Source: an optimization exercise on an open RTL-to-GDS flow (aim: small area, a short achievable clock period and few clock cycles per item). Production flows keep margins and buffers that such runs may drop. Function was not checked in any run shown here: the RTL went through the layout flow alone.

### flow/design.v
module mul_csa (
    input  wire [13:0] w,
    input  wire [13:0] x,
    output wire [27:0] r0,
    output wire [27:0] r1
);
    wire t1 = w[0] ^ 1'b0;
    wire t2 = (w[1] & ~w[0] & ~1'b0) | (~w[1] & w[0] & 1'b0);
    wire t3 = (t1 & x[0]) ^ w[1];
    wire t4 = ((t1 & x[1]) | (t2 & x[0])) ^ w[1];
    wire t5 = ((t1 & x[2]) | (t2 & x[1])) ^ w[1];
    wire t6 = ((t1 & x[3]) | (t2 & x[2])) ^ w[1];
    wire t7 = ((t1 & x[4]) | (t2 & x[3])) ^ w[1];
    wire t8 = ((t1 & x[5]) | (t2 & x[4])) ^ w[1];
    wire t9 = ((t1 & x[6]) | (t2 & x[5])) ^ w[1];
    wire t10 = ((t1 & x[7]) | (t2 & x[6])) ^ w[1];
    wire t11 = ((t1 & x[8]) | (t2 & x[7])) ^ w[1];
    wire t12 = ((t1 & x[9]) | (t2 & x[8])) ^ w[1];
    wire t13 = ((t1 & x[10]) | (t2 & x[9])) ^ w[1];
    wire t14 = ((t1 & x[11]) | (t2 & x[10])) ^ w[1];
    wire t15 = ((t1 & x[12]) | (t2 & x[11])) ^ w[1];
    wire t16 = ((t1 & x[13]) | (t2 & x[12])) ^ w[1];
    wire t17 = ~(((t1 & x[13]) | (t2 & x[13])) ^ w[1]);
    wire t18 = w[2] ^ w[1];
    wire t19 = (w[3] & ~w[2] & ~w[1]) | (~w[3] & w[2] & w[1]);
    wire t20 = (t18 & x[0]) ^ w[3];
    wire t21 = ((t18 & x[1]) | (t19 & x[0])) ^ w[3];
    wire t22 = ((t18 & x[2]) | (t19 & x[1])) ^ w[3];
    wire t23 = ((t18 & x[3]) | (t19 & x[2])) ^ w[3];
    wire t24 = ((t18 & x[4]) | (t19 & x[3])) ^ w[3];
    wire t25 = ((t18 & x[5]) | (t19 & x[4])) ^ w[3];
    wire t26 = ((t18 & x[6]) | (t19 & x[5])) ^ w[3];
    wire t27 = ((t18 & x[7]) | (t19 & x[6])) ^ w[3];
    wire t28 = ((t18 & x[8]) | (t19 & x[7])) ^ w[3];
    wire t29 = ((t18 & x[9]) | (t19 & x[8])) ^ w[3];
    wire t30 = ((t18 & x[10]) | (t19 & x[9])) ^ w[3];
    wire t31 = ((t18 & x[11]) | (t19 & x[10])) ^ w[3];
    wire t32 = ((t18 & x[12]) | (t19 & x[11])) ^ w[3];
    wire t33 = ((t18 & x[13]) | (t19 & x[12])) ^ w[3];
    wire t34 = ~(((t18 & x[13]) | (t19 & x[13])) ^ w[3]);
    wire t35 = w[4] ^ w[3];
    wire t36 = (w[5] & ~w[4] & ~w[3]) | (~w[5] & w[4] & w[3]);
    wire t37 = (t35 & x[0]) ^ w[5];
    wire t38 = ((t35 & x[1]) | (t36 & x[0])) ^ w[5];
    wire t39 = ((t35 & x[2]) | (t36 & x[1])) ^ w[5];
    wire t40 = ((t35 & x[3]) | (t36 & x[2])) ^ w[5];
    wire t41 = ((t35 & x[4]) | (t36 & x[3])) ^ w[5];
    wire t42 = ((t35 & x[5]) | (t36 & x[4])) ^ w[5];
    wire t43 = ((t35 & x[6]) | (t36 & x[5])) ^ w[5];
    wire t44 = ((t35 & x[7]) | (t36 & x[6])) ^ w[5];
    wire t45 = ((t35 & x[8]) | (t36 & x[7])) ^ w[5];
    wire t46 = ((t35 & x[9]) | (t36 & x[8])) ^ w[5];
    wire t47 = ((t35 & x[10]) | (t36 & x[9])) ^ w[5];
    wire t48 = ((t35 & x[11]) | (t36 & x[10])) ^ w[5];
    wire t49 = ((t35 & x[12]) | (t36 & x[11])) ^ w[5];
    wire t50 = ((t35 & x[13]) | (t36 & x[12])) ^ w[5];
    wire t51 = ~(((t35 & x[13]) | (t36 & x[13])) ^ w[5]);
    wire t52 = w[6] ^ w[5];
    wire t53 = (w[7] & ~w[6] & ~w[5]) | (~w[7] & w[6] & w[5]);
    wire t54 = (t52 & x[0]) ^ w[7];
    wire t55 = ((t52 & x[1]) | (t53 & x[0])) ^ w[7];
    wire t56 = ((t52 & x[2]) | (t53 & x[1])) ^ w[7];
    wire t57 = ((t52 & x[3]) | (t53 & x[2])) ^ w[7];
    wire t58 = ((t52 & x[4]) | (t53 & x[3])) ^ w[7];
    wire t59 = ((t52 & x[5]) | (t53 & x[4])) ^ w[7];
    wire t60 = ((t52 & x[6]) | (t53 & x[5])) ^ w[7];
    wire t61 = ((t52 & x[7]) | (t53 & x[6])) ^ w[7];
    wire t62 = ((t52 & x[8]) | (t53 & x[7])) ^ w[7];
    wire t63 = ((t52 & x[9]) | (t53 & x[8])) ^ w[7];
    wire t64 = ((t52 & x[10]) | (t53 & x[9])) ^ w[7];
    wire t65 = ((t52 & x[11]) | (t53 & x[10])) ^ w[7];
    wire t66 = ((t52 & x[12]) | (t53 & x[11])) ^ w[7];
    wire t67 = ((t52 & x[13]) | (t53 & x[12])) ^ w[7];
    wire t68 = ~(((t52 & x[13]) | (t53 & x[13])) ^ w[7]);
    wire t69 = w[8] ^ w[7];
    wire t70 = (w[9] & ~w[8] & ~w[7]) | (~w[9] & w[8] & w[7]);
    wire t71 = (t69 & x[0]) ^ w[9];
    wire t72 = ((t69 & x[1]) | (t70 & x[0])) ^ w[9];
    wire t73 = ((t69 & x[2]) | (t70 & x[1])) ^ w[9];
    wire t74 = ((t69 & x[3]) | (t70 & x[2])) ^ w[9];
    wire t75 = ((t69 & x[4]) | (t70 & x[3])) ^ w[9];
    wire t76 = ((t69 & x[5]) | (t70 & x[4])) ^ w[9];
    wire t77 = ((t69 & x[6]) | (t70 & x[5])) ^ w[9];
    wire t78 = ((t69 & x[7]) | (t70 & x[6])) ^ w[9];
    wire t79 = ((t69 & x[8]) | (t70 & x[7])) ^ w[9];
    wire t80 = ((t69 & x[9]) | (t70 & x[8])) ^ w[9];
    wire t81 = ((t69 & x[10]) | (t70 & x[9])) ^ w[9];
    wire t82 = ((t69 & x[11]) | (t70 & x[10])) ^ w[9];
    wire t83 = ((t69 & x[12]) | (t70 & x[11])) ^ w[9];
    wire t84 = ((t69 & x[13]) | (t70 & x[12])) ^ w[9];
    wire t85 = ~(((t69 & x[13]) | (t70 & x[13])) ^ w[9]);
    wire t86 = w[10] ^ w[9];
    wire t87 = (w[11] & ~w[10] & ~w[9]) | (~w[11] & w[10] & w[9]);
    wire t88 = (t86 & x[0]) ^ w[11];
    wire t89 = ((t86 & x[1]) | (t87 & x[0])) ^ w[11];
    wire t90 = ((t86 & x[2]) | (t87 & x[1])) ^ w[11];
    wire t91 = ((t86 & x[3]) | (t87 & x[2])) ^ w[11];
    wire t92 = ((t86 & x[4]) | (t87 & x[3])) ^ w[11];
    wire t93 = ((t86 & x[5]) | (t87 & x[4])) ^ w[11];
    wire t94 = ((t86 & x[6]) | (t87 & x[5])) ^ w[11];
    wire t95 = ((t86 & x[7]) | (t87 & x[6])) ^ w[11];
    wire t96 = ((t86 & x[8]) | (t87 & x[7])) ^ w[11];
    wire t97 = ((t86 & x[9]) | (t87 & x[8])) ^ w[11];
    wire t98 = ((t86 & x[10]) | (t87 & x[9])) ^ w[11];
    wire t99 = ((t86 & x[11]) | (t87 & x[10])) ^ w[11];
    wire t100 = ((t86 & x[12]) | (t87 & x[11])) ^ w[11];
    wire t101 = ((t86 & x[13]) | (t87 & x[12])) ^ w[11];
    wire t102 = ~(((t86 & x[13]) | (t87 & x[13])) ^ w[11]);
    wire t103 = w[12] ^ w[11];
    wire t104 = (w[13] & ~w[12] & ~w[11]) | (~w[13] & w[12] & w[11]);
    wire t105 = (t103 & x[0]) ^ w[13];
    wire t106 = ((t103 & x[1]) | (t104 & x[0])) ^ w[13];
    wire t107 = ((t103 & x[2]) | (t104 & x[1])) ^ w[13];
    wire t108 = ((t103 & x[3]) | (t104 & x[2])) ^ w[13];
    wire t109 = ((t103 & x[4]) | (t104 & x[3])) ^ w[13];
    wire t110 = ((t103 & x[5]) | (t104 & x[4])) ^ w[13];
    wire t111 = ((t103 & x[6]) | (t104 & x[5])) ^ w[13];
    wire t112 = ((t103 & x[7]) | (t104 & x[6])) ^ w[13];
    wire t113 = ((t103 & x[8]) | (t104 & x[7])) ^ w[13];
    wire t114 = ((t103 & x[9]) | (t104 & x[8])) ^ w[13];
    wire t115 = ((t103 & x[10]) | (t104 & x[9])) ^ w[13];
    wire t116 = ((t103 & x[11]) | (t104 & x[10])) ^ w[13];
    wire t117 = ((t103 & x[12]) | (t104 & x[11])) ^ w[13];
    wire t118 = ((t103 & x[13]) | (t104 & x[12])) ^ w[13];
    wire t119 = ~(((t103 & x[13]) | (t104 & x[13])) ^ w[13]);
    wire t120 = t13 ^ t28;
    wire t121 = t13 & t28;
    wire t122 = t14 ^ t29;
    wire t123 = t14 & t29;
    wire t124 = t15 ^ t30 ^ t45;
    wire t125 = (t15 & t30) | (t15 & t45) | (t30 & t45);
    wire t126 = t60 ^ t75;
    wire t127 = t60 & t75;
    wire t128 = t16 ^ t31 ^ t46;
    wire t129 = (t16 & t31) | (t16 & t46) | (t31 & t46);
    wire t130 = t61 ^ t76;
    wire t131 = t61 & t76;
    wire t132 = t17 ^ t32 ^ t47;
    wire t133 = (t17 & t32) | (t17 & t47) | (t32 & t47);
    wire t134 = t62 ^ t77 ^ t92;
    wire t135 = (t62 & t77) | (t62 & t92) | (t77 & t92);
    wire t136 = t33 ^ t48 ^ t63;
    wire t137 = (t33 & t48) | (t33 & t63) | (t48 & t63);
    wire t138 = t78 ^ t93;
    wire t139 = t78 & t93;
    wire t140 = t34 ^ t49 ^ t64;
    wire t141 = (t34 & t49) | (t34 & t64) | (t49 & t64);
    wire t142 = t50 ^ t65;
    wire t143 = t50 & t65;
    wire t144 = t9 ^ t24;
    wire t145 = t9 & t24;
    wire t146 = t10 ^ t25;
    wire t147 = t10 & t25;
    wire t148 = t11 ^ t26 ^ t41;
    wire t149 = (t11 & t26) | (t11 & t41) | (t26 & t41);
    wire t150 = t56 ^ t71;
    wire t151 = t56 & t71;
    wire t152 = t12 ^ t27 ^ t42;
    wire t153 = (t12 & t27) | (t12 & t42) | (t27 & t42);
    wire t154 = t57 ^ t72;
    wire t155 = t57 & t72;
    wire t156 = t43 ^ t58 ^ t73;
    wire t157 = (t43 & t58) | (t43 & t73) | (t58 & t73);
    wire t158 = t88 ^ w[11] ^ t120;
    wire t159 = (t88 & w[11]) | (t88 & t120) | (w[11] & t120);
    wire t160 = t44 ^ t59 ^ t74;
    wire t161 = (t44 & t59) | (t44 & t74) | (t59 & t74);
    wire t162 = t89 ^ t121 ^ t122;
    wire t163 = (t89 & t121) | (t89 & t122) | (t121 & t122);
    wire t164 = t90 ^ t105 ^ w[13];
    wire t165 = (t90 & t105) | (t90 & w[13]) | (t105 & w[13]);
    wire t166 = t123 ^ t124 ^ t126;
    wire t167 = (t123 & t124) | (t123 & t126) | (t124 & t126);
    wire t168 = t91 ^ t106 ^ t125;
    wire t169 = (t91 & t106) | (t91 & t125) | (t106 & t125);
    wire t170 = t127 ^ t128 ^ t130;
    wire t171 = (t127 & t128) | (t127 & t130) | (t128 & t130);
    wire t172 = t107 ^ 1'b1 ^ t129;
    wire t173 = (t107 & 1'b1) | (t107 & t129) | (1'b1 & t129);
    wire t174 = t131 ^ t132 ^ t134;
    wire t175 = (t131 & t132) | (t131 & t134) | (t132 & t134);
    wire t176 = t108 ^ 1'b1 ^ t133;
    wire t177 = (t108 & 1'b1) | (t108 & t133) | (1'b1 & t133);
    wire t178 = t135 ^ t136 ^ t138;
    wire t179 = (t135 & t136) | (t135 & t138) | (t136 & t138);
    wire t180 = t79 ^ t94 ^ t109;
    wire t181 = (t79 & t94) | (t79 & t109) | (t94 & t109);
    wire t182 = t137 ^ t139 ^ t140;
    wire t183 = (t137 & t139) | (t137 & t140) | (t139 & t140);
    wire t184 = t80 ^ t95 ^ t110;
    wire t185 = (t80 & t95) | (t80 & t110) | (t95 & t110);
    wire t186 = 1'b1 ^ t141 ^ t142;
    wire t187 = (1'b1 & t141) | (1'b1 & t142) | (t141 & t142);
    wire t188 = t51 ^ t66 ^ t81;
    wire t189 = (t51 & t66) | (t51 & t81) | (t66 & t81);
    wire t190 = t96 ^ t111 ^ t143;
    wire t191 = (t96 & t111) | (t96 & t143) | (t111 & t143);
    wire t192 = t67 ^ t82 ^ t97;
    wire t193 = (t67 & t82) | (t67 & t97) | (t82 & t97);
    wire t194 = t112 ^ 1'b1;
    wire t195 = t112 & 1'b1;
    wire t196 = t68 ^ t83 ^ t98;
    wire t197 = (t68 & t83) | (t68 & t98) | (t83 & t98);
    wire t198 = t84 ^ t99;
    wire t199 = t84 & t99;
    wire t200 = t7 ^ t22;
    wire t201 = t7 & t22;
    wire t202 = t8 ^ t23;
    wire t203 = t8 & t23;
    wire t204 = t39 ^ t54 ^ w[7];
    wire t205 = (t39 & t54) | (t39 & w[7]) | (t54 & w[7]);
    wire t206 = t40 ^ t55 ^ t145;
    wire t207 = (t40 & t55) | (t40 & t145) | (t55 & t145);
    wire t208 = w[9] ^ t147 ^ t148;
    wire t209 = (w[9] & t147) | (w[9] & t148) | (t147 & t148);
    wire t210 = t149 ^ t151 ^ t152;
    wire t211 = (t149 & t151) | (t149 & t152) | (t151 & t152);
    wire t212 = t153 ^ t155 ^ t156;
    wire t213 = (t153 & t155) | (t153 & t156) | (t155 & t156);
    wire t214 = t157 ^ t159 ^ t160;
    wire t215 = (t157 & t159) | (t157 & t160) | (t159 & t160);
    wire t216 = t161 ^ t163 ^ t164;
    wire t217 = (t161 & t163) | (t161 & t164) | (t163 & t164);
    wire t218 = t165 ^ t167 ^ t168;
    wire t219 = (t165 & t167) | (t165 & t168) | (t167 & t168);
    wire t220 = t169 ^ t171 ^ t172;
    wire t221 = (t169 & t171) | (t169 & t172) | (t171 & t172);
    wire t222 = t173 ^ t175 ^ t176;
    wire t223 = (t173 & t175) | (t173 & t176) | (t175 & t176);
    wire t224 = t177 ^ t179 ^ t180;
    wire t225 = (t177 & t179) | (t177 & t180) | (t179 & t180);
    wire t226 = t181 ^ t183 ^ t184;
    wire t227 = (t181 & t183) | (t181 & t184) | (t183 & t184);
    wire t228 = t185 ^ t187 ^ t188;
    wire t229 = (t185 & t187) | (t185 & t188) | (t187 & t188);
    wire t230 = t189 ^ t191 ^ t192;
    wire t231 = (t189 & t191) | (t189 & t192) | (t191 & t192);
    wire t232 = t113 ^ t193 ^ t195;
    wire t233 = (t113 & t193) | (t113 & t195) | (t193 & t195);
    wire t234 = t114 ^ 1'b1 ^ t197;
    wire t235 = (t114 & 1'b1) | (t114 & t197) | (1'b1 & t197);
    wire t236 = t85 ^ t100 ^ t115;
    wire t237 = (t85 & t100) | (t85 & t115) | (t100 & t115);
    wire t238 = t101 ^ t116;
    wire t239 = t101 & t116;
    wire t240 = t5 ^ t20;
    wire t241 = t5 & t20;
    wire t242 = t6 ^ t21;
    wire t243 = t6 & t21;
    wire t244 = t37 ^ w[5] ^ t200;
    wire t245 = (t37 & w[5]) | (t37 & t200) | (w[5] & t200);
    wire t246 = t38 ^ t201 ^ t202;
    wire t247 = (t38 & t201) | (t38 & t202) | (t201 & t202);
    wire t248 = t144 ^ t203 ^ t204;
    wire t249 = (t144 & t203) | (t144 & t204) | (t203 & t204);
    wire t250 = t146 ^ t205 ^ t206;
    wire t251 = (t146 & t205) | (t146 & t206) | (t205 & t206);
    wire t252 = t150 ^ t207 ^ t208;
    wire t253 = (t150 & t207) | (t150 & t208) | (t207 & t208);
    wire t254 = t154 ^ t209 ^ t210;
    wire t255 = (t154 & t209) | (t154 & t210) | (t209 & t210);
    wire t256 = t158 ^ t211 ^ t212;
    wire t257 = (t158 & t211) | (t158 & t212) | (t211 & t212);
    wire t258 = t162 ^ t213 ^ t214;
    wire t259 = (t162 & t213) | (t162 & t214) | (t213 & t214);
    wire t260 = t166 ^ t215 ^ t216;
    wire t261 = (t166 & t215) | (t166 & t216) | (t215 & t216);
    wire t262 = t170 ^ t217 ^ t218;
    wire t263 = (t170 & t217) | (t170 & t218) | (t217 & t218);
    wire t264 = t174 ^ t219 ^ t220;
    wire t265 = (t174 & t219) | (t174 & t220) | (t219 & t220);
    wire t266 = t178 ^ t221 ^ t222;
    wire t267 = (t178 & t221) | (t178 & t222) | (t221 & t222);
    wire t268 = t182 ^ t223 ^ t224;
    wire t269 = (t182 & t223) | (t182 & t224) | (t223 & t224);
    wire t270 = t186 ^ t225 ^ t226;
    wire t271 = (t186 & t225) | (t186 & t226) | (t225 & t226);
    wire t272 = t190 ^ t227 ^ t228;
    wire t273 = (t190 & t227) | (t190 & t228) | (t227 & t228);
    wire t274 = t194 ^ t229 ^ t230;
    wire t275 = (t194 & t229) | (t194 & t230) | (t229 & t230);
    wire t276 = t196 ^ t231 ^ t232;
    wire t277 = (t196 & t231) | (t196 & t232) | (t231 & t232);
    wire t278 = t198 ^ t233 ^ t234;
    wire t279 = (t198 & t233) | (t198 & t234) | (t233 & t234);
    wire t280 = t199 ^ t235 ^ t236;
    wire t281 = (t199 & t235) | (t199 & t236) | (t235 & t236);
    wire t282 = 1'b1 ^ t237 ^ t238;
    wire t283 = (1'b1 & t237) | (1'b1 & t238) | (t237 & t238);
    wire t284 = t102 ^ t117 ^ t239;
    wire t285 = (t102 & t117) | (t102 & t239) | (t117 & t239);
    wire t286 = t118 ^ 1'b1;
    wire t287 = t118 & 1'b1;
    assign r0[0] = t3;
    assign r0[1] = t4;
    assign r0[2] = w[3];
    assign r0[3] = t241;
    assign r0[4] = t243;
    assign r0[5] = t245;
    assign r0[6] = t247;
    assign r0[7] = t249;
    assign r0[8] = t251;
    assign r0[9] = t253;
    assign r0[10] = t255;
    assign r0[11] = t257;
    assign r0[12] = t259;
    assign r0[13] = t261;
    assign r0[14] = t263;
    assign r0[15] = t265;
    assign r0[16] = t267;
    assign r0[17] = t269;
    assign r0[18] = t271;
    assign r0[19] = t273;
    assign r0[20] = t275;
    assign r0[21] = t277;
    assign r0[22] = t279;
    assign r0[23] = t281;
    assign r0[24] = t283;
    assign r0[25] = t285;
    assign r0[26] = t119;
    assign r0[27] = 1'b1;
    assign r1[0] = w[1];
    assign r1[1] = 1'b0;
    assign r1[2] = t240;
    assign r1[3] = t242;
    assign r1[4] = t244;
    assign r1[5] = t246;
    assign r1[6] = t248;
    assign r1[7] = t250;
    assign r1[8] = t252;
    assign r1[9] = t254;
    assign r1[10] = t256;
    assign r1[11] = t258;
    assign r1[12] = t260;
    assign r1[13] = t262;
    assign r1[14] = t264;
    assign r1[15] = t266;
    assign r1[16] = t268;
    assign r1[17] = t270;
    assign r1[18] = t272;
    assign r1[19] = t274;
    assign r1[20] = t276;
    assign r1[21] = t278;
    assign r1[22] = t280;
    assign r1[23] = t282;
    assign r1[24] = t284;
    assign r1[25] = t286;
    assign r1[26] = t287;
    assign r1[27] = 1'b0;
endmodule
`timescale 1ns/1ps
`default_nettype none
module matvec3
(
    input  logic               clk,
    input  logic               reset,
    input  logic               input_valid,
    output logic               input_ready,
    input  logic signed [13:0] input_data,
    output logic               output_valid,
    input  logic               output_ready,
    output logic signed [27:0] output_data
);
    logic [3:0]         ph;        
    logic signed [13:0] ring [12];
    logic [3:0]         wc;
    logic               active;    
    logic [3:0]         pi;        
    logic [1:0]         pr;        
    logic [1:0]         pc;        
    logic [1:0]         xl;        
    logic               fire_d;
    logic               first_d;
    logic               last_d;
    logic [27:0]        s_q;
    logic [27:0]        c_q;
    logic signed [27:0] acc;
    logic signed [13:0] x_op;
    logic [27:0]        s_d;
    logic [27:0]        c_d;
    logic [3:0]         pi_ph;     
    logic slot_free;
    logic accept;
    logic fire;
    logic cancel;
    logic retire;
    always_comb begin
        if (wc < 4'd9)       slot_free = !active || (pi > wc);
        else if (wc == 4'd9) slot_free = !active;
        else                 slot_free = 1'b1;
    end
    assign input_ready = (ph == wc) && slot_free;
    assign accept      = input_valid && input_ready;
    assign pi_ph       = (pi < 4'd2) ? pi + 4'd10 : pi - 4'd2;
    assign cancel      = fire_d && first_d && output_valid && !output_ready;
    assign retire      = fire_d && !cancel;
    assign fire        = active && (ph == pi_ph) && (xl > pc) && !cancel;
    assign output_data = acc;
    always_comb begin
        case (pr)
            2'd0:    x_op = ring[0];
            2'd1:    x_op = ring[3];
            default: x_op = ring[6];
        endcase
    end
    mul_csa mul_i (
        .w  (ring[9]),
        .x  (x_op),
        .r0 (s_d),
        .r1 (c_d)
    );
    always_ff @(posedge clk) begin
        ring[0] <= accept ? input_data : ring[11];
        for (int k = 1; k < 12; k++) ring[k] <= ring[k-1];
        s_q     <= s_d;
        c_q     <= c_d;
        first_d <= (pc == 2'd0);
        last_d  <= (pc == 2'd2);
    end
    always_ff @(posedge clk) begin
        if (retire) begin
            acc <= (first_d ? 28'sd0 : acc) + s_q + c_q;
        end
    end
    always_ff @(posedge clk) begin
        if (reset) begin
            ph           <= '0;
            wc           <= '0;
            active       <= 1'b0;
            pi           <= '0;
            pr           <= '0;
            pc           <= '0;
            xl           <= '0;
            fire_d       <= 1'b0;
            output_valid <= 1'b0;
        end else begin
            ph     <= (ph == 4'd11) ? 4'd0 : ph + 4'd1;
            fire_d <= fire;
            if (accept) begin
                wc <= (wc == 4'd11) ? 4'd0 : wc + 4'd1;
                if (wc == 4'd9) begin
                    active <= 1'b1;
                    pi     <= '0;
                    pr     <= '0;
                    pc     <= '0;
                    xl     <= 2'd1;
                end else if (wc > 4'd9) begin
                    xl <= xl + 2'd1;
                end
            end
            if (fire) begin
                pi <= pi + 4'd1;
                if (pc == 2'd2) begin
                    pc <= '0;
                    pr <= pr + 2'd1;
                end else begin
                    pc <= pc + 2'd1;
                end
                if (pi == 4'd8) active <= 1'b0;
            end else if (cancel) begin
                pi <= pi - 4'd1;
                pc <= '0;
            end
            if (retire && last_d)   output_valid <= 1'b1;
            else if (output_ready)  output_valid <= 1'b0;
        end
    end
endmodule
`default_nettype wire
### flow/run.sh
#!/bin/bash
# synth_recipe.tcl (not shown) runs the flow's synth.tcl, then flattens the netlist and writes it again
# the make line also repeats each setting of config.mk as NAME=value (left out here)
make -C /OpenROAD-flow-scripts/flow DESIGN_CONFIG=/design/flow/config.mk WORK_HOME=/design/flow/orfs CLKGATE_MAP_FILE= SYNTH_SCRIPT=/design/flow/synth_recipe.tcl finish
### flow/config.mk
export PLATFORM = sky130hd
export DESIGN_NAME = matvec3
export DESIGN_NICKNAME = matvec3
export VERILOG_FILES = /design/flow/design.v
export SDC_FILE = /design/flow/constraint.sdc
export NUM_CORES = 4
export LEC_CHECK = 0
export CAP_MARGIN = 20
export CORE_MARGIN = 2
export CORE_UTILIZATION = 40
export SLEW_MARGIN = 20
### flow/constraint.sdc
create_clock -name core_clock -period 7.0 [get_ports {clk}]
set_input_delay 1.4000 -clock core_clock [delete_from_list [all_inputs] [get_ports {clk}]]
set_output_delay 1.4000 -clock core_clock [all_outputs]
set_load 0.01 [all_outputs]
==> summary.md, run 1 <==
| Metric | Value |
|---|---|
| Status | `complete, no violations` |
| Number of flops mapped to enable cells by yosys | `28` |
| Vias per std cell | `about 5.5` |
| Top Ports | `48` |
| DR pass1 iterations | `5` |
| DRT Wirelength | `37,750 um` |
| Synth top area cells | `dfxtp_1, fa_1, a21oi_1` |
| Layout cells sized above 1 | `~7.6%` |
| Hold wc startpoint | `ring[8][12]` |
| Post-synth top area share | `31.61%` |
| Synth Register Bits | `270` |
| Vias in the first global route | `between 10k and 15k` |
| Final Hold Violating Endpoints | `0` |
| Critical Path Start | `pr[0]` |
| Placement Cell Area | `about 16,000 um2` |
| Met1 Usage GRT | `between 20% and 30%` |
| GRT Resource Usage Total | `about a fifth` |
| Routed Antenna Nets | `0` |
| CTS tree | `yes` |
| WL/cell | `around 18 um` |
| Grt ovf | `0` |
| Worst Skew | `roughly 19 ps` |
| # hold bufs at CTS | `0` |
| Post-CTS Setup Repair Bufs | `0` |
| Post-cts sizing count | `0` |
| Top FF cell, synth | `dfxtp_1` |
| DP Cell Count | `around 2.1k` |
| Initial antenna violation count | `0` |
| Netlist cell types | `81` |
| Final Setup Violations | `0` |
| Min Tclk post-route | `just under 5000 ps` |
| Cells after synthesis | `between 1.5k and 2k` |
| Largest net degree at the start of global routing | `84` |
| Die area | `between 30,000 and 40,000 um2` |
| Layout Nets | `between 1.5k and 2k` |
| Max clock buf depth | `3` |
| Met3 usage | `roughly 2.5%` |
| First-pass GRT wire length | `between 60,000 and 70,000 um` |
| Critical path data arrival time | `roughly 5300 ps` |
| Number of antenna diodes | `0` |
| Initial Utilization | `about 41%` |
| Slew HR | `about a fifth` |
| Critical Path Fanout Max | `27` |
| Worst skew pair latency | `570 ps` |
| Initial DRC Count | `between 1k and 1.5k` |
| RSZ-0062 raised after global routing | `no` |
| Final Cell Area | `approximately 17,000 um2` |
| Tcrit/Tclk final | `between 60 and 70%` |
| Layout Cells excl Fill | `2,137` |
| Die Wd | `roughly 200 um` |
| Final Max Slew Viols | `0` |
| Crit path required time | `around 7400 ps` |
| Die span in y | `around 200 um` |
| R2r startpoint | `pr[0]` |
| Std-Cell Rows | `approximately 70` |
| Residual DRC | `0` |
| Post-DP HPWL | `around 26,000 um` |
| RD Place Congestion | `~0.85` |
| Element type at the critical path start | `flop` |
| Core box area | `approximately 38,000 um2` |
| Syn Area/Cell | `9.243 um2` |
| Max Freq | `just over 0.2 GHz` |
| GRT busiest layer | `met2` |
| Clk root buf | `clkbuf_16` |
| Most common cell after layout, fill and taps aside | `dfxtp_1` |
| Most frequent cells in the layout | `dfxtp_1, a21oi_1, nand2_1, nor2_1, fa_1` |
| IO buf count | `47` |
| H-tree lvl count | `1` |
| TNS Setup | `0 ps` |
| Max Cap Violations | `0` |
| Clock transition at path regs | `80 ps` |
| CTS Buf Count | `28` |
| Crit. End Element | `flop` |
| Slew @ Worst Pin | `roughly 1200 ps` |
| Kind of critical path | `flop to flop` |
| DR vias | `11.84k` |
| Clk sinks | `270` |
| Dominant cell type by area after synthesis | `dfxtp_1` |
| Fraction of registers with async set/reset | `0%` |
| Hold/Removal Path Class | `flop to flop` |
| Post-Syn Area | `15,320 um2` |
| Syn nets | `between 1.5k and 2k` |
| Fin util | `roughly 45%` |
| Yosys warning count | `3` |
| P&R area growth vs syn | `11.10%` |
| Met2 Use GR | `29.51%` |
| Seq/Total Area, Yosys | `a little under two fifths` |
==> cells by family after synthesis <==
| family | count (synthesis) | synth area share, % |
|---|---|---|
| AOI/OAI and AO/OA | 514 | 21.76 |
| buffers and inverters | 245 | 6.426 |
| xor gates and xnor gates | 59 | 3.372 |
| muxes | 21 | 1.502 |
| DFF | 270 | 37.10 |
| and+or+nand+nor | 361 | 11.00 |
| adders and majority gates | 188 | 18.84 |
==> cell usage after synthesis, types with 6 or more instances <==
cell type  number
nand4_1         6
o22ai_1        68
nor2_1        109
fa_1           84
and2_1          9
nor2b_1        32
nor3_1         13
a22o_1         26
buf_2          37
mux2_2         16
a21oi_1       172
buf_1          11
ha_1           66
edfxtp_1       28
o31ai_1        19
and3_1          7
a21o_1         35
xnor2_1        42
a22oi_1        10
nand2_1       112
o311a_1        12
o221ai_1       15
xor2_1         17
clkbuf_1      108
nand3_1        41
maj3_1         38
a311oi_1       14
dfxtp_1       242
o21ai_0        64
a31oi_1        27
o21a_1         10
inv_1          81
==> sequential cells by signal (all words and copies together) (netlist names) <==
| name | cells |
|---|---|
| active | 1 |
| pc | 2 |
| ring | 168 |
| pi | 4 |
| ph | 4 |
| output_valid | 1 |
| acc | 28 |
| wc | 4 |
| s_q | 26 |
| first_d | 1 |
| fire_d | 1 |
| xl | 2 |
| last_d | 1 |
| c_q | 25 |
| pr | 2 |
==> final cells by class <==
type / count / area (um2)
tap: 511 / 639.4
sequential: 270 / 5697
fill: 3613 / 20640
timing repair buffer: 76 / 688.2
multi-input combinational: 1143 / 8663
inverter: 85 / 319.1
clock inverter: 18 / 244.0
clock buffer: 34 / 774.5
==> critical path, stage by stage, from the launching register on <==
cell	delay [ps]
dfxtp_1	310
inv_1	90
ha_1	560
nor2_4	260
a21oi_1	1010
nor2_1	130
a21oi_1	170
o22ai_1	100
a21o_1	200
fa_1	510
inv_1	50
fa_1	380
inv_1	80
fa_1	410
inv_1	80
fa_1	390
==> layer usage <==
metal	part of all wire [%]	up-vias	wire, um
li1	-	5740	-
met1	49	5652	18480
met2	43	388	16340
met3	5.7	57	2152
met4	2.0	0	768
met5	0	-	0
==> final timing paths <==
| path | to | slack (ps) | depth (start not counted) |
|---|---|---|---|
| min reg2reg | ring[9][12] | 310 | 0 |
| min | ring[9][12] | 310 | 0 |
| max reg2reg | c_q[14] | 2110 | 15 |
| max | c_q[14] | 2110 | 15 |
==> through the flow <==
stage	hold slack, ps	worst slack (ps)
after global placement	309.9	2034
after floorplan	309.6	2991
after global routing	323.8	1856
final	305.2	2115
after detailed placement	312.1	1983
after CTS	310.3	1936
==> run 2, diff against run 1 <==
--- a/flow/design.v
+++ b/flow/design.v
@@ -368,3 +368,2 @@
     logic [3:0]         pi;        
-    logic [1:0]         pr;        
     logic [1:0]         pc;        
@@ -377,3 +376,4 @@
     logic signed [27:0] acc;
-    logic signed [13:0] x_op;
+    logic signed [13:0] x_q;       
+    logic signed [13:0] ring0_d;
     logic [27:0]        s_d;
@@ -398,8 +398,7 @@
     assign output_data = acc;
-    always_comb begin
-        case (pr)
-            2'd0:    x_op = ring[0];
-            2'd1:    x_op = ring[3];
-            default: x_op = ring[6];
-        endcase
+    assign ring0_d = accept ? input_data : ring[11];
+    always_ff @(posedge clk) begin
+        if (ph >= 4'd9)      x_q <= ring0_d;
+        else if (ph <= 4'd2) x_q <= ring[2];
+        else                 x_q <= ring[5];
     end
@@ -407,3 +406,3 @@
         .w  (ring[9]),
-        .x  (x_op),
+        .x  (x_q),
         .r0 (s_d),
@@ -412,3 +411,3 @@
     always_ff @(posedge clk) begin
-        ring[0] <= accept ? input_data : ring[11];
+        ring[0] <= ring0_d;
         for (int k = 1; k < 12; k++) ring[k] <= ring[k-1];
@@ -430,3 +429,2 @@
             pi           <= '0;
-            pr           <= '0;
             pc           <= '0;
@@ -443,3 +441,2 @@
                     pi     <= '0;
-                    pr     <= '0;
                     pc     <= '0;
@@ -452,8 +449,3 @@
                 pi <= pi + 4'd1;
-                if (pc == 2'd2) begin
-                    pc <= '0;
-                    pr <= pr + 2'd1;
-                end else begin
-                    pc <= pc + 2'd1;
-                end
+                pc <= (pc == 2'd2) ? 2'd0 : pc + 2'd1;
                 if (pi == 4'd8) active <= 1'b0;
==> summary.md, run 2 <==
| Metric | Value |
|---|---|
| Vias in the first global route | `10.74k (-2.5%)` |
| CP max stage delay | `990 ps (-20 ps)` |
| Max Cap Violations | `0 (unchanged)` |
| Most frequent cell after synthesis | `dfxtp_1` |
| Slew HR | `25.48% (+6.0 points)` |
| Min-Delay Endpoint | `ring[7][1]` |
| Final Max Slew Viols | `0 (unchanged)` |
| Hold wc startpoint | `ring[6][1]` |
| Status | `complete, no violations` |
| Reg with most FFs | `ring` |
| Syn Area/Cell | `9.181 um2 (-0.67%)` |
| WL/cell | `17.41 um (-1.4%)` |
| Met2 Wirelength | `15,820 um (-3.2%)` |
| Top FF cell, synth | `dfxtp_1` |
| Residual DRC | `0 (unchanged)` |
| Top cell by count, worst path | `fa_1` |
| Worst Skew | `17.14 ps (-2.002 ps)` |
| Dominant cell type by area after synthesis | `dfxtp_1` |
| Netlist cell types | `70 (-14%)` |
| Layout cells sized above 1 | `7.038% (-0.59 points)` |
| Critical path data arrival time | `5370 ps (+50 ps)` |
| Crit. End Element | `flop` |
| Clk root buf | `clkbuf_16` |
| DR vias | `11.46k (-3.2%)` |
| Met3 wire length | `2368 um (+10%)` |
| Critical Path Fanout Max | `31 (+15%)` |
| Most common cell after layout, fill and taps aside | `dfxtp_1` |
| Initial antenna violation count | `0 (unchanged)` |
| Synth top area cells | `dfxtp_1, fa_1, edfxtp_1` |
| Die Wd | `197.6 um (-1.1%)` |
| Crit path required time | `7440 ps (about the same)` |
| Seq/Total Area, Yosys | `39.53% (+2.4 points)` |
| Hold/Removal Path Class | `flop to flop` |
| CP delay by family, top | `adder cells` |
| Number of flops mapped to enable cells by yosys | `28 (unchanged)` |
| Levels on crit path | `9 (-6)` |
| # hold bufs at CTS | `0 (unchanged)` |
| Reg-to-reg setup timing slack | `2070 ps (-40 ps)` |
| Biggest regs | `ring x168, acc x28, s_q x26` |
| Core box area | `36,790 um2 (-2.3%)` |
| H-tree lvl count | `1 (unchanged)` |
| Critical Path Start | `ring[9][2]` |
| Post-Syn Area | `14,990 um2 (-2.2%)` |
| Fraction of registers with async set/reset | `0% (unchanged)` |
| CP bufs+invs | `2 (-2)` |
| Vias per std cell | `5.450 (-1.6%)` |
| Clock transition at path regs | `60 ps (-20 ps)` |
| Fill cells | `3,508 (-2.9%)` |
| Layout Nets | `1,780 (+0.45%)` |
| GRT Resource Usage Total | `18.88% (-0.43 points)` |
| Element type at the critical path start | `flop` |
| Top Metal Used | `met4` |
| P&R area growth vs syn | `11.85%` |
| Std-Cell Rows | `70 (-1.4%)` |
| RSZ-0062 raised after global routing | `no` |
| Cells after synthesis | `1,633 (-1.5%)` |
| Layout Cells excl Fill | `2,102 (-1.6%)` |
| RD Place Congestion | `0.8693 (+1.7%)` |
| Register area | `5929 um2 (+4.1%)` |
| Routed length on met1 | `17,370 um (-6.0%)` |
| Yosys warning count | `3 (unchanged)` |
| Syn nets | `1,802 (-1.3%)` |
| Pre-CTS WS | `2131 ps (+148.3 ps)` |
| Final Setup Violations | `0 (unchanged)` |
| Tcrit/Tclk final | `70.39% (+0.60 points)` |
| Post-cts sizing count | `0 (unchanged)` |
| R2r startpoint | `ring[9][2]` |
| Routed Antenna Nets | `0 (unchanged)` |
| Initial DRC Count | `997 (-18%)` |
| Die span in y | `197.6 um (-1.1%)` |
| Most frequent cells in the layout | `dfxtp_1, a21oi_1, nand2_1, nor2_1, inv_1` |
| Worst skew pair latency | `570 ps (about the same)` |
| Reg2Reg Depth | `9 (-6)` |
| First-pass GRT wire length | `58,820 um (-4.5%)` |
| Post-CTS Setup Repair Bufs | `0 (unchanged)` |
| Max FFs per register | `168 (unchanged)` |
| Final worst slack | `2072 ps (-42.25 ps)` |
| CTS tree | `yes` |
| Slew @ Worst Pin | `1116 ps (-91.63 ps)` |
| TNS Setup | `0 ps (unchanged)` |
| Post-DP HPWL | `25,490 um (-3.1%)` |
| Number of antenna diodes | `0 (unchanged)` |
| IO buf count | `47 (unchanged)` |
| Post-synth top cells | `dfxtp_1, a21oi_1, nand2_1` |
| Die area | `39,040 um2 (-2.1%)` |
| Grt ovf | `0 (unchanged)` |
| Post-synth top area share | `33.92% (+2.3 points)` |
| Kind of critical path | `flop to flop` |
| DRT Wirelength | `36,590 um (-3.1%)` |
| Max clock buf depth | `3 (unchanged)` |
| FF-to-FF End | `c_q[16]` |
| Worst hold stages | `0 (unchanged)` |
| Largest net degree at the start of global routing | `74 (-12%)` |
| Multi-input logic area | `8188 um2 (-5.5%)` |
| Synth Register Bits | `282 (+4.4%)` |
| Max Freq | `0.2029 GHz (-0.86%)` |
| Critical Path, Cell by Cell | `inv_1 -> nor2_1 -> a21oi_1 -> o221ai_1 -> fa_1 -> fa_1 -> fa_1 -> inv_1 -> fa_1` |
| Final Hold Violating Endpoints | `0 (unchanged)` |
| Clk sinks | `282 (+4.4%)` |
| CP max stage cell | `dfxtp_1` |
| DP Cell Count | `2,048 (-1.7%)` |
| CTS Buf Count | `29 (+3.6%)` |
| Min Tclk post-route | `4928 ps (+42.25 ps)` |
| DR pass1 iterations | `5 (unchanged)` |
| Initial Utilization | `40.76% (+0.069 points)` |
| Top Ports | `48 (unchanged)` |
run 2: cell types whose count changed after synthesis, moves of 21 or more:
| cell | before | now |
|---|---|---|
| buf_2 | 37 | 1 |
| maj3_1 | 38 | 17 |
| o22ai_1 | 68 | 32 |
| a22o_1 | 26 | 1 |
| o21ai_0 | 64 | 98 |
| a21o_1 | 35 | 7 |
| nor2_1 | 109 | 130 |
| a211oi_1 | 3 | 32 |
run 2: area by class of cell:
cell class	count	share of cell area, %
multi-input cells	1120	48.83
flip-flops and latches	282	35.36
clock buffers	42	5.044
repair buffers	73	3.970
well taps	468	3.492
inverters	105	2.350
clock inverters	12	0.9551
run 2: worst max-delay path by stage:
stage	endpoint	slack, ps
final	c_q[16]	2070
after global routing	c_q[16]	1780
after CTS	c_q[16]	2090
after detailed placement	c_q[16]	2130
after global placement	c_q[16]	2290
after floorplan	acc[0]	2990
run 2: routing by layer:
layer	track usage, %	vias to the layer above
li1	-	5620
met1	27.77	5424
met2	28.72	353
met3	2.578	59
met4	5.709	0
met5	0	-
run 2: worst reg2reg max path, stage by stage (launching register included):
cell and delay, ps:
dfxtp_1 990, inv_1 630, nor2_1 840, a21oi_1 160, o221ai_1 290, fa_1 470
fa_1 430, fa_1 520, inv_1 50, fa_1 430
run 2: cell families (layout without fill, tap and decap cells):
family | after synthesis | count (layout) | synth area share, %
compound gates | 471 | 471 | 19.57
xor+xnor | 58 | 58 | 3.388
fa+ha+maj | 168 | 168 | 17.94
buf+inv | 231 | 232 | 5.934
flops | 282 | 282 | 39.53
mux | 21 | 21 | 1.536
simple gates | 402 | 402 | 12.10
run 2: stage by stage:
step / hold WS (ps) / utilization [%] / area (um2)
2_1_floorplan: 309.6 / - / 14990
3_5_place_dp: 312.1 / 42.85 / 15760
4_1_cts: 318.5 / 45.58 / 16770
6_report: 321.0 / 45.59 / 16770
3_3_place_gp: 309.6 / 42.85 / 15760
5_1_grt: 318.7 / 45.59 / 16770
==> run 3, diff against run 2 <==
--- a/flow/config.mk
+++ b/flow/config.mk
@@ -10,2 +10,3 @@
 export CORE_UTILIZATION = 40
+export SETUP_SLACK_MARGIN = 4.0
 export SLEW_MARGIN = 20
==> summary.md, run 3 <==
| Metric | Value |
|---|---|
| Status | `complete, no violations` |
| Seq/Total Area, Yosys | `39.53% (unchanged)` |
| Die span in y | `197.6 um (unchanged)` |
| Critical path data arrival time | `2060 ps (-3310 ps)` |
| CTS Buf Count | `29 (unchanged)` |
| Final Hold Violating Endpoints | `0 (unchanged)` |
| Synth Register Bits | `282 (unchanged)` |
| WHS | `320.7 ps (-0.2480 ps)` |
| Kind of critical path | `flop to primary output` |
| P&R area growth vs syn | `34.23%` |
| Post-DP HPWL | `25,680 um (+0.76%)` |
| GRT Resource Usage Total | `21.19% (+2.3 points)` |
| RSZ-0062 raised after global routing | `yes` |
| Clk root buf | `clkbuf_16` |
| Max Cap Violations | `0 (unchanged)` |
| Most frequent cells in the layout | `dfxtp_1, a21oi_1, nand2_1, nor2_1, buf_4` |
| Syn Area/Cell | `9.181 um2 (unchanged)` |
| Max Freq | `0.2893 GHz (+43%)` |
| Most common cell after layout, fill and taps aside | `dfxtp_1` |
| RD Place Congestion | `0.8866 (+2.0%)` |
| Std-Cell Rows | `70 (unchanged)` |
| Die Wd | `197.6 um (unchanged)` |
| Clock transition at path regs | `60 ps (about the same)` |
| Max clock buf depth | `3 (unchanged)` |
| Critical Path Fanout Max | `4 (-87%)` |
| Hold/Removal Path Class | `flop to flop` |
| Register area | `6018 um2 (+1.5%)` |
| Initial DRC Count | `1,357 (+36%)` |
| Clk sinks | `282 (unchanged)` |
| Final Max Slew Viols | `0 (unchanged)` |
| Synth top area cells | `dfxtp_1, fa_1, edfxtp_1` |
| First-pass GRT wire length | `65,290 um (+11%)` |
| IO buf count | `47 (unchanged)` |
| Grt ovf | `0 (unchanged)` |
| Number of flops mapped to enable cells by yosys | `28 (unchanged)` |
| Post-synth top cells | `dfxtp_1, a21oi_1, nand2_1` |
| Top FF cell, synth | `dfxtp_1` |
| H-tree lvl count | `1 (unchanged)` |
| Element type at the critical path start | `flop` |
| Worst Skew | `14.17 ps (-2.970 ps)` |
| Tcrit/Tclk final | `49.38% (-21 points)` |
| Crit path required time | `5600 ps (-1840 ps)` |
| Largest net degree at the start of global routing | `55 (-26%)` |
| Cells after synthesis | `1,633 (unchanged)` |
| Min Tclk post-route | `3457 ps (-1471 ps)` |
| Vias per std cell | `5.664 (+3.9%)` |
| Syn nets | `1,802 (unchanged)` |
| Layout Nets | `1,932 (+8.5%)` |
| CTS tree | `yes` |
| Post-synth top area share | `33.92% (unchanged)` |
| CP bufs+invs | `2 (unchanged)` |
| Reg with most FFs | `ring` |
| Slew HR | `28.12% (+2.6 points)` |
| Die area | `39,040 um2 (unchanged)` |
| # hold bufs at CTS | `0 (unchanged)` |
| Layout cells sized above 1 | `29.84% (+23 points)` |
| CP max stage delay | `360 ps (-630 ps)` |
| CP max stage cell | `dfxtp_4` |
| Critical Path, Cell by Cell | `inv_4 -> ha_4 -> nor2b_4 -> o211ai_1 -> a21o_2 -> and3_4 -> nor2b_1 -> buf_2` |
| Routed Antenna Nets | `0 (unchanged)` |
| Core box area | `36,790 um2 (unchanged)` |
| Post-Syn Area | `14,990 um2 (unchanged)` |
| Number of antenna diodes | `0 (unchanged)` |
| DR pass1 iterations | `6 (+1)` |
| Dominant cell type by area after synthesis | `dfxtp_1` |
| CP delay by family, top | `simple AND/OR/NAND/NOR gates` |
| Biggest regs | `ring x168, acc x28, s_q x26` |
| Slew @ Worst Pin | `1075 ps (-40.83 ps)` |
| Initial antenna violation count | `0 (unchanged)` |
| Initial Utilization | `40.76% (unchanged)` |
| Worst skew pair latency | `570 ps (about the same)` |
| Fill cells | `3,112 (-11%)` |
| Vias in the first global route | `11.80k (+9.9%)` |
| Yosys warning count | `3 (unchanged)` |
| Max FFs per register | `168 (unchanged)` |
| WL/cell | `19.62 um (+13%)` |
| Fraction of registers with async set/reset | `0% (unchanged)` |
| TNS Setup | `0 ps (unchanged)` |
| DRT Wirelength | `44,220 um (+21%)` |
| Top Ports | `48 (unchanged)` |
| Netlist cell types | `70 (unchanged)` |
| Residual DRC | `0 (unchanged)` |
| Most frequent cell after synthesis | `dfxtp_1` |
| Final Setup Violations | `0 (unchanged)` |
| Crit. End Element | `primary output` |
| Multi-input logic area | `9454 um2 (+15%)` |
| DR vias | `12.77k (+11%)` |
[run 3: changes by cell type in the layout (fill, tap and decap cells not counted), moves of 23 or more]
| cell | before | now |
|---|---|---|
| nor2b_1 | 36 | 11 |
| a21oi_1 | 163 | 134 |
| a21oi_2 | 0 | 23 |
| o21ai_0 | 98 | 73 |
| fa_2 | 0 | 24 |
| inv_1 | 99 | 76 |
| fa_1 | 84 | 60 |
| dfxtp_1 | 251 | 224 |
| buf_6 | 0 | 23 |
| buf_4 | 26 | 109 |
| ha_1 | 67 | 39 |
| ha_4 | 0 | 23 |
[run 3: per-stage QoR]
| stage | instance area [um2] | utilization [%] | worst slack (ps) | std cells |
|---|---|---|---|---|
| 2_1_floorplan | 15310 | - | 3973 | 1633 |
| 3_3_place_gp | 15830 | 43.04 | 2605 | 2046 |
| 3_5_place_dp | 15830 | 43.04 | 2504 | 2046 |
| 4_1_cts | 18910 | 51.40 | 3527 | 2194 |
| 5_1_grt | 20120 | 54.71 | 3433 | 2254 |
| 6_report | 20120 | 54.71 | 3543 | 2254 |
[run 3: area by class of cell]
type,count,area share (%)
Clock buffer,38,4.234
Clock inverter,16,0.9948
Inverter,105,2.381
Multi-Input combinational cell,1120,46.98
Sequential cell,282,29.91
Tap cell,468,2.910
Timing Repair Buffer,222,12.50
Timing Repair inverter,3,0.09948
[run 3: cells by family after synthesis]
group	Yosys count	share of synthesized area, %
AND/OR/NAND/NOR	402	12.10
buffers and inverters	231	5.934
AO/OA/AOI/OAI	471	19.57
multiplexers	21	1.536
flip-flops	282	39.53
adder cells (fa/ha/maj)	168	17.94
XOR/XNOR	58	3.388
[run 3: metal layers]
metal	global-route usage [%]	vias up	part of all wire (%)
met2	33.78	638	44
met1	28.86	6018	43
li1	-	5941	-
met4	7.630	0	4.7
met5	0	-	0
met3	3.756	170	8.6
[run 3: path summary, 6_finish.rpt]
kind	start	end	slack, ps	depth (start not counted)
setup / recovery	wc[1]	input_ready	3540	8
hold / removal	ring[7][2]	ring[8][2]	320	0
setup reg to reg	first_d	acc[25]	3690	12
hold reg to reg	ring[7][2]	ring[8][2]	320	0
[run 3: timing repair]
| item | CTS | global route |
|---|---|---|
| gates cloned | 14 | 7 |
| endpoints found under the setup margin | 56 | 55 |
| buffers inserted | 80 | 53 |
| gates resized for setup | 272 | 168 |
| pin swaps | 67 | 87 |
==> run 4, diff against run 3 <==
--- a/flow/config.mk
+++ b/flow/config.mk
@@ -7,2 +7,3 @@
 export LEC_CHECK = 0
+export ABC_AREA = 1
 export CAP_MARGIN = 20
@@ -10,3 +11,2 @@
 export CORE_UTILIZATION = 40
-export SETUP_SLACK_MARGIN = 4.0
 export SLEW_MARGIN = 20
==> summary.md, run 4 <==
| Metric | Value |
|---|---|
| Syn nets | `1,603 (-11%)` |
| Critical path data arrival time | `4780 ps (+2720 ps)` |
| Critical Path Fanout Max | `13 (+9)` |
| Reg-to-reg setup timing slack | `2630 ps (-1060 ps)` |
| Slew HR | `33.80% (+5.7 points)` |
| P&R area growth vs syn | `13.42%` |
| Initial Utilization | `40.51% (-0.24 points)` |
| Most frequent cell after synthesis | `dfxtp_1` |
| GRT Resource Usage Total | `16.11% (-5.1 points)` |
| Clk root buf | `clkbuf_16` |
| Top FF cell, synth | `dfxtp_1` |
| Hold/Removal Path Class | `flop to flop` |
| Std-Cell Rows | `67 (-4.3%)` |
| FF-to-FF End | `c_q[15]` |
| Grt ovf | `0 (unchanged)` |
| Max Cap Violations | `0 (unchanged)` |
| CTS Buf Count | `30 (+3.4%)` |
| Kind of critical path | `flop to flop` |
| Final Max Slew Viols | `0 (unchanged)` |
| Vias in the first global route | `9,082 (-23%)` |
| Reg with most FFs | `ring` |
| Layout Nets | `1,635 (-15%)` |
| TNS Setup | `0 ps (unchanged)` |
| Die Wd | `187.8 um (-4.9%)` |
| Post-cts sizing count | `0 (-100%)` |
| Number of flops mapped to enable cells by yosys | `28 (unchanged)` |
| Cells after synthesis | `1,434 (-12%)` |
| Max FFs per register | `168 (unchanged)` |
| Layout Cells excl Fill | `1,938 (-14%)` |
| Clk sinks | `282 (unchanged)` |
| Residual DRC | `0 (unchanged)` |
| Min Tclk post-route | `4373 ps (+916.2 ps)` |
| Top Ports | `48 (unchanged)` |
| Post-synth top area share | `37.62% (+3.7 points)` |
| Worst hold stages | `0 (unchanged)` |
| Core box area | `33,360 um2 (-9.3%)` |
| Most common cell after layout, fill and taps aside | `dfxtp_1` |
| Worst Skew | `37.14 ps (+22.97 ps)` |
| Initial antenna violation count | `0 (unchanged)` |
| DP Cell Count | `1,882 (-8.0%)` |
| Crit path required time | `7410 ps (+1810 ps)` |
| Die span in y | `187.8 um (-4.9%)` |
| Slew @ Worst Pin | `991.8 ps (-83.66 ps)` |
| Synth Register Bits | `282 (unchanged)` |
| Post-Syn Area | `13,520 um2 (-9.8%)` |
| Post-DP HPWL | `21,070 um (-18%)` |
| Min-Delay Endpoint | `ring[4][7]` |
| H-tree lvl count | `1 (unchanged)` |
| Placement Cell Area | `14,340 um2 (-9.4%)` |
| RSZ-0062 raised after global routing | `no` |
| Yosys warning count | `3 (unchanged)` |
| Seq/Total Area, Yosys | `43.84% (+4.3 points)` |
| RD Place Congestion | `0.9015 (+1.7%)` |
| Die area | `35,280 um2 (-9.6%)` |
| Clock transition at path regs | `60 ps (about the same)` |
| Largest net degree at the start of global routing | `39 (-29%)` |
| Netlist cell types | `40 (-43%)` |
| First-pass GRT wire length | `46,370 um (-29%)` |
| Final Cell Area | `15,330 um2 (-24%)` |
| Fill cells | `3,272 (+5.1%)` |
| DRT Wirelength | `28,190 um (-36%)` |
| Crit. End Element | `flop` |
| Tcrit/Tclk final | `62.47% (+13 points)` |
| Critical Path, Cell by Cell | `inv_1 -> o21ai_1 -> o22ai_1 -> xor2_1 -> fa_1 -> fa_1 -> inv_1 -> fa_1 -> inv_1 -> fa_1` |
| DR pass1 iterations | `5 (-1)` |
| Multi-input logic area | `6539 um2 (-31%)` |
| Most frequent cells in the layout | `dfxtp_1, inv_1, nand2_1, xor2_1, nor2_1` |
| Element type at the critical path start | `flop` |
| Top cell by count, worst path | `fa_1` |
| Reg2Reg Depth | `10 (-2)` |
| Final Setup Violations | `0 (unchanged)` |
| Max clock buf depth | `3 (unchanged)` |
| Routed Antenna Nets | `0 (unchanged)` |
| Final Hold Violating Endpoints | `0 (unchanged)` |
| Layout cells sized above 1 | `5.369% (-24 points)` |
| CP max stage cell | `o21ai_1` |
| Hold wc startpoint | `ring[3][7]` |
| Dominant cell type by area after synthesis | `dfxtp_1` |
| Fraction of registers with async set/reset | `0% (unchanged)` |
| # hold bufs at CTS | `0 (unchanged)` |
| Max Freq | `0.2287 GHz (-21%)` |
| Post-synth top cells | `dfxtp_1, inv_1, nand2_1` |
| Vias per std cell | `4.774 (-16%)` |
| Initial DRC Count | `554 (-59%)` |
| Register area | `5926 um2 (-1.5%)` |
| IO buf count | `47 (unchanged)` |
| Synth top area cells | `dfxtp_1, fa_1, xor2_1` |
| R2r startpoint | `ring[9][9]` |
| Biggest regs | `ring x168, acc x28, s_q x26` |
| Status | `complete, no violations` |
| DR vias | `9,252 (-28%)` |
| WL/cell | `14.55 um (-26%)` |
| Post-CTS Setup Repair Bufs | `0 (-100%)` |
| Number of antenna diodes | `0 (unchanged)` |
| Syn Area/Cell | `9.426 um2 (+2.7%)` |
| CP max stage delay | `830 ps (+470 ps)` |
| Worst skew pair latency | `570 ps (about the same)` |
| CTS tree | `yes` |
run 4: cell count changes after synthesis, sizes merged, moves of 20 or more:
| cell | delta |
|---|---|
| o21ai | -38 |
| xnor2 | -29 |
| a22oi | -24 |
| nand2 | +73 |
| inv | +114 |
| a211oi | -30 |
| xor2 | +101 |
| nor2 | -20 |
| clkbuf | -77 |
| a21oi | -103 |
| nor2b | -36 |
| o22ai | +58 |
run 4: metal layers:
metal | share of wire (%) | vias to the layer above | GRT usage, %
met5 | 0 | - | 0
met4 | 3.2 | 0 | 5.209
met3 | 4.7 | 66 | 2.433
met2 | 43 | 233 | 25.26
met1 | 49 | 4305 | 22.86
li1 | - | 4648 | -
run 4: worst max-delay path by stage:
stage              end       start  slack [ps]
2_1_floorplan  c_q[17]  ring[9][3]        3630
3_3_place_gp   c_q[15]  ring[9][9]        2480
3_5_place_dp   c_q[15]  ring[9][7]        2680
4_1_cts        c_q[15]  ring[9][7]        2650
5_1_grt        c_q[15]  ring[9][9]        2410
6_report       c_q[15]  ring[9][9]        2630
run 4: layout make-up:
| cell class | instances | share of cell area [%] |
|---|---|---|
| clock inverters | 10 | 0.7508 |
| flip-flops and latches | 282 | 38.65 |
| well taps | 448 | 3.656 |
| inverters | 217 | 5.313 |
| multi-input cells | 884 | 42.65 |
| repair buffers | 51 | 3.264 |
| clock buffers | 46 | 5.713 |
run 4: critical path, delay by kind of cell, from the launching register on:
family	cells	cell delay, ps
DFF	1	680
adders and majority gates	4	1730
xor gates and xnor gates	1	210
AOI/OAI and AO/OA	2	1010
buffers and inverters	3	580
run 4: through the flow:
step	setup slack, ps	hold WS [ps]	utilization (%)
after CTS	2651	326.1	45.95
after floorplan	3629	309.6	-
final	2627	323.1	45.95
after detailed placement	2683	312.1	42.98
after global placement	2483	309.8	42.98
after global routing	2410	326.7	45.95
run 4: cell families after synthesis:
family                   after synthesis  share of synthesized area, %
XOR/XNOR                             130                         8.424
flip-flops                           282                         43.84
AND/OR/NAND/NOR                      374                         11.29
buffers and inverters                268                         7.785
AO/OA/AOI/OAI                        228                         9.942
adder cells (fa/ha/maj)              151                         18.64
multiplexers                           1                       0.07406

separate check: timing with driven ports:
The results above use ideal ports. As a check the final layouts listed here were re-extracted and re-timed, cells and wires unchanged. Step 1 sets driving cells, clkbuf_16 on the clock port and buf_2 on the other inputs (assumed; they add their load-dependent delay and slew). Step 2 times the ports against the registers' clock, not the clock port: input delays grow and output delays shrink by t, the midpoint of the rising clock arrivals with the driver on. Three values: ideal ports, drivers, drivers and shift; two values: the first two.
| run | t, ns | slack for setup (ns) | worst setup path at the end |
|---|---|---|---|
| run 1 | 0.613 | 2.115 / 2.115 / 2.115 | register to register |
| run 2 | 0.613 | 2.072 / 2.072 / 2.072 | register to register |
| run 3 | 0.615 | 3.543 / 3.495 / 3.429 | input to register |
| run 4 | 0.600 | 2.627 / 2.627 / 2.627 | register to register |
After both steps every run listed still meets setup and hold. The setup slack of run 3, which loses most, moves by -0.048 ns with the drivers and by -0.114 ns with both steps.
